This is an optimization exercise on Yosys and OpenROAD, whose aim is small area, a short achievable clock period and few clock cycles per item, not a production implementation.
In this exercise RTL edits were held to simulation tests only and were not proved equivalent to the original.
Power figures rest on the tool's default switching activity, not on a simulated workload.

==> flow/design.v (outline; a module is shown in full before it is edited, if it fits) <==
// module conv_loader: 65 lines
// module conv_sequencer: 99 lines
// module conv_mac: 3073 lines
// module result_fifo: 46 lines
// module conv_top: 84 lines
module conv_top (
    input  logic        clk,
    input  logic        reset,
    input  logic [7:0]  in_data,
    input  logic [3:0]  in_user,
    input  logic        in_valid,
    output logic        in_ready,
    output logic [20:0] out_data,
    output logic        out_valid,
    input  logic        out_ready
);
  // ...
==> flow/run.sh <==
#!/bin/bash
# synth_recipe.tcl (not shown) runs the flow's synth.tcl, then flattens the netlist and writes it again
# the make line also repeats each setting of config.mk as NAME=value (left out here)
make -C /OpenROAD-flow-scripts/flow DESIGN_CONFIG=/design/flow/config.mk WORK_HOME=/design/flow/orfs CLKGATE_MAP_FILE= SYNTH_SCRIPT=/design/flow/synth_recipe.tcl finish
==> flow/config.mk <==
export PLATFORM = sky130hd
export DESIGN_NAME = conv_top
export DESIGN_NICKNAME = conv_top
export VERILOG_FILES = /design/flow/design.v
export SDC_FILE = /design/flow/constraint.sdc
export NUM_CORES = 4
export LEC_CHECK = 0
export CAP_MARGIN = 20
export CORE_MARGIN = 2
export CORE_UTILIZATION = 40
export SLEW_MARGIN = 20
==> flow/constraint.sdc <==
create_clock -name core_clock -period 9.0 [get_ports {clk}]
set_input_delay 1.8000 -clock core_clock [delete_from_list [all_inputs] [get_ports {clk}]]
set_output_delay 1.8000 -clock core_clock [all_outputs]
set_load 0.01 [all_outputs]
==> summary.txt, run 1 <==
- Dpl cells: 4473
- Status: no timing/DRC/antenna violations
- Slew margin rel.: 14.36%
- Slowest CP cell: mux2i_1
- Biggest regs: u_conv_loader.sr: 224 flops, u_conv_loader.w: 128 flops, u_result_fifo.mem: 84 flops
- Post-synth EDFFs: 486
- Post-synthesis xor/xnor area fraction: 0.4631%
- Core ar.: 0.09813 mm^2
- Pre-Repair DR Iteration Count: 6
- Combinational share of power: 57.0%
- Tcrit/Tclk final: 73.89%
- # fillers: 9042
- Seq/total area: 38.79%
- Final std cells w/o fill: 4596
- Setup TNS Final: 0 ps
- Max frequency: 150.4 MHz
- Invs w/o clock: 573
- DR vias: 23621
- Routing usage on met1: 29.35%
- Non-clock buffering overhead: 1.988%
- Seq group: 0.00489 W
- Area grow syn2layout: 11.35%
- Crit path to: u_conv_mac.r_9_0$_DFF_P_
- Switching share of power: 43.35%
- Synth warn: 7
- Crit path cell chain: buf_12 > mux2i_1 > or2_2 > fa_1 > ha_1 > fa_1 > fa_1 > fa_1 > fa_1 > inv_1 > fa_1 > fa_1
- Global route hottest layer: met2
- Max FFs per register: 224
- Post-CTS Setup Inserts: 0
Testbench counts, summed over its fixed seeds: cycles 10,425, frames 128.
==> run 2: changes to the inputs <==
--- a/flow/config.mk
+++ b/flow/config.mk
@@ -6,6 +6,8 @@
 export NUM_CORES = 4
 export LEC_CHECK = 0
+export ABC_CLOCK_PERIOD_IN_PS = 3500
 export CAP_MARGIN = 20
 export CORE_MARGIN = 2
 export CORE_UTILIZATION = 40
+export SETUP_SLACK_MARGIN = 5
 export SLEW_MARGIN = 20
==> run 2 against run 1 <==
Net effect:
- still clean
- register-to-register slack better by 1300 ps
- die area stayed put
- wire length is 5.3% higher
- sequential cell count stayed put
- count of clock-buffer cells in the layout is 5 higher
- combinational power is 25% higher
- clock skew is 5.8 ps lower
- total power is 14% higher
- via count is 4.6% higher
- core utilization is 4.0 points higher
- synthesized cell count stayed put
- sequential share of layout area is 3.2 points lower
==> summary.txt, run 2 <==
- Clock root buffer: clkbuf_16
- Worst setup margin: 3681 ps
- Largest reg by FF count: u_conv_loader.sr
- Largest net degree at the start of global routing: 78
- Area grow syn2layout: 21.35%
- Synth Area in Adders: 30.44%
- Crit path cell chain: buf_12 > buf_4 > mux2i_2 > nor2_1 > fa_1 > fa_1 > fa_1 > inv_1 > fa_2 > inv_2 > fa_2 > inv_2 > fa_2 > fa_2
- Pre-Repair DR Iteration Count: 5 (-1)
- Die H: 318.0 um
- Max stage delay on crit path: 650 ps
- Slowest CP cell: mux2i_2
- Switching share of power: 42.98% (-0.37 points)
- Synth warn: 7 (unchanged)
- Dpl cells: 4462 (-0.25%)
- Commonest cells in the synthesized netlist: 571 x inv_1, 561 x fa_1, 486 x edfxtp_1
- Cell family with most CP delay: adder cells
- First-pass GRT wire length: 170400 um
- DPL Wire Length: 86800 um
- Largest family of logic cells by synthesized area: adder cells
- Cell with the most instances after synthesis: inv_1
- Fraction of synthesized area in multiplexers: 6.436%
- Tcrit/Tclk final: 59.10% (-15 points)
- Overall power: 0.02039 W
- WP data arrival: 5840 ps
- Max FFs per register: 224 (unchanged)
- Leak: 19.07 nW
- Most frequent cells in the layout: 542 x inv_1, 493 x fa_1, 486 x edfxtp_1, 290 x nor2_1, 218 x and2_1
- Bufs and invs on worst path: 5
- Sequential share of the synthesized area: 43.19%
- R2r startpoint: u_conv_loader.ph2$_SDFF_PP0_
- Critical path class: reg2reg
- WL final: 115500 um
- Antenna cell count: 0
- Area contributors post-synth: edfxtp_1 37%, fa_1 28%, dfxtp_1 6.2%, inv_1 5.4%, and2_1 3.5%
- Clock power share: 13.7%
- Synth cell types: 65
- Max-Cap Viols: 0
- Share of flip-flops with an asynchronous set or reset: 0%
- Syn Inst Count: 3141
- Fin Hold WS: 328.0 ps
- CP most frequent cell: fa_2
- Max Clock Skew: 30.17 ps
- Die X: 318.0 um
- Post-synthesis xor/xnor area fraction: 0.4631% (unchanged)
- Worst Path Max Fanout: 10
- Layout cells sized above 1: 21.66%
- Slew @ Worst Pin: 1134 ps
- Main synth FF type: edfxtp_1
- Placer Congestion: 0.9706
- Post-synth EDFFs: 486 (unchanged)
- Gr ovfl total: 0
- NetSw: 0.008762 W
- RSZ-0062 raised after global routing: yes
- Final setup fails: 0
- Max frequency: 188.0 MHz (+25%)
- Die Area: 0.1011 mm^2
- Drt initial violations: 2416
- Power density over the cells: 425.9 mW/mm^2
- CP endpoint kind: flip-flop
- Routed Antenna Nets: 0
- Final std cells w/o fill: 4754 (+3.4%)
- Slew margin rel.: 24.27% (+9.9 points)
- Compound-Gate Fraction of Synth Area: 2.277%
- Mapped Nets: 3780
- Simple-Gate Fraction of Synth Area: 11.07%
- Peak supply drop: 867.7 uV
- Worst-Skew Late Latency: 650 ps
- Combinational share of power: 62.2% (+5.2 points)
- Critical Path Start: u_conv_loader.ph2$_SDFF_PP0_
- Data required, critical path: 9520 ps
- Setup TNS Final: 0 ps (unchanged)
- Flop and latch count out of synthesis: 608
- Site Rows: 115
- Post-Syn Area: 0.03945 mm^2
- Final hold vios: 0
- Worst hold path class: reg2reg
- Status: no timing/DRC/antenna violations
- Syn_area_per_cell: 12.56 um^2
- Max-slew violations: 0
- HP Start: u_conv_sequencer.win4_r$_DFF_P_
- NumNets Final: 4052
- Tot GR Track Use: 23.27%
- Num Clock Sinks: 608
- Starting Density: 40.20%
- Ports: 39
- Worst-path clk slew: 60 ps
- Vias in the first global route: 26117
- Initial antenna violation count: 4
- Reg power frac: 24.1%
- Setup crit start kind: flip-flop
- Final worst path period need: 5319 ps
- Commonest non-fill, non-tap cell in the layout: inv_1
- DR vias: 24704 (+4.6%)
- Depth of the CTS H-tree: 3
- CTS buffer count: 70
- Vias per cell: 5.196
- Clock Path Buffers: 3
- Leading area contributor after synthesis: edfxtp_1
- DR WL/cell: 24.30 um
- Top-area cell type share of the netlist area: 37.00%
- Cell Int Power: 0.01162 W
- Core ar.: 0.09813 mm^2 (unchanged)
- Placement Setup Slack: 2730 ps
- Biggest regs: u_conv_loader.sr: 224 flops, u_conv_loader.w: 128 flops, u_result_fifo.mem: 84 flops
- CTS tree: done
- # DRC: 0
- PortBufs: 38
- # fillers: 8633 (-4.5%)
run 2: cell counts after synthesis:
Identical to the previous run, type by type.
run 2: metal layers:
metal	track usage, %	up-vias	part of all wire [%]
li1	-	10512	-
met1	30.80	12733	39
met2	35.71	1197	45
met3	5.649	258	9.7
met4	12.10	4	6.0
met5	0	-	0.012
run 2: per-stage QoR:
stage | utilization, % | cell area (um^2)
final | 48.78 | 47870
after global routing | 48.78 | 47870
after CTS | 47.78 | 46880
after detailed placement | 42.82 | 42020
after global placement | 42.82 | 42020
after floorplan | - | 40040
run 2: power groups by stage:
stage / Sequential [W] / Clock [W] / Combinational [W]
after floorplan: 0.00491 / 0 / 0.00724
after global placement: 0.00497 / 0 / 0.0101
after detailed placement: 0.00497 / 0 / 0.0103
after CTS: 0.00491 / 0.00287 / 0.0109
after global routing: 0.00494 / 0.00298 / 0.0141
final: 0.00491 / 0.00280 / 0.0127
run 2: kinds of logic (layout without fill, tap and decap cells):
logic type,count (synthesis),after routing
simple gates,910,911
buf+inv,630,955
fa+ha+maj,623,623
flops,608,608
mux,217,217
compound gates,133,133
xor+xnor,20,20
run 2: cell type report:
type	instances	area, um^2	share of cell area [%]
clock buffer	92	1959	4.093
clock inverter	34	280.3	0.5855
inverter	573	2151	4.493
multi-input combinational	1904	21820	45.58
sequential	608	17050	35.61
tap	1287	1610	3.364
timing repair buffer	256	3004	6.276
run 2: final timing paths:
| kind | end | slack [ps] | cells after the start |
|---|---|---|---|
| worst max-delay path | u_conv_mac.r_8_0$_DFF_P_ | 3680 | 14 |
| worst min-delay path | u_conv_loader.w4$_DFF_P_ | 330 | 0 |
| worst max register to register | u_conv_mac.r_8_0$_DFF_P_ | 3680 | 14 |
| worst min register to register | u_conv_loader.w4$_DFF_P_ | 330 | 0 |
run 2: what timing repair did:
action                     in CTS  in global routing
hold endpoints to repair        0                  0
setup buffers                 103                 43
pin swaps                      52                 50
resized for setup             260                146
cloned                         16                  4
setup endpoints to repair     140                117
hold buffers                    0                  0

[separate check: timing with driven ports]
In the flow no input, the clock included, has a driving cell. The finished layouts below were timed again as built, in two steps. Step 1 (the two cells are an assumption about what drives the block):
set clk [get_ports {clk}]
set_driving_cell -lib_cell sky130_fd_sc_hd__clkbuf_16 $clk
set_driving_cell -lib_cell sky130_fd_sc_hd__buf_2 [delete_from_list [all_inputs] $clk]
Step 2 also shifts input and output timing later by t, the mid clock arrival at the registers, as if the neighbouring blocks saw the same clock. Three values: no drivers, after step 1, after step 2; two values: the first two.
run | t, ns | setup slack, ns | worst register clock-pin slew, ns | pins driven straight from the clock port
run 1 | 0.688 | 2.350 / 2.350 / 2.350 | 0.07 / 0.07 | 1
run 2 | 0.700 | 3.681 / 3.681 / 3.681 | 0.08 / 0.08 | 1
After both steps setup and hold are still met in every run listed.
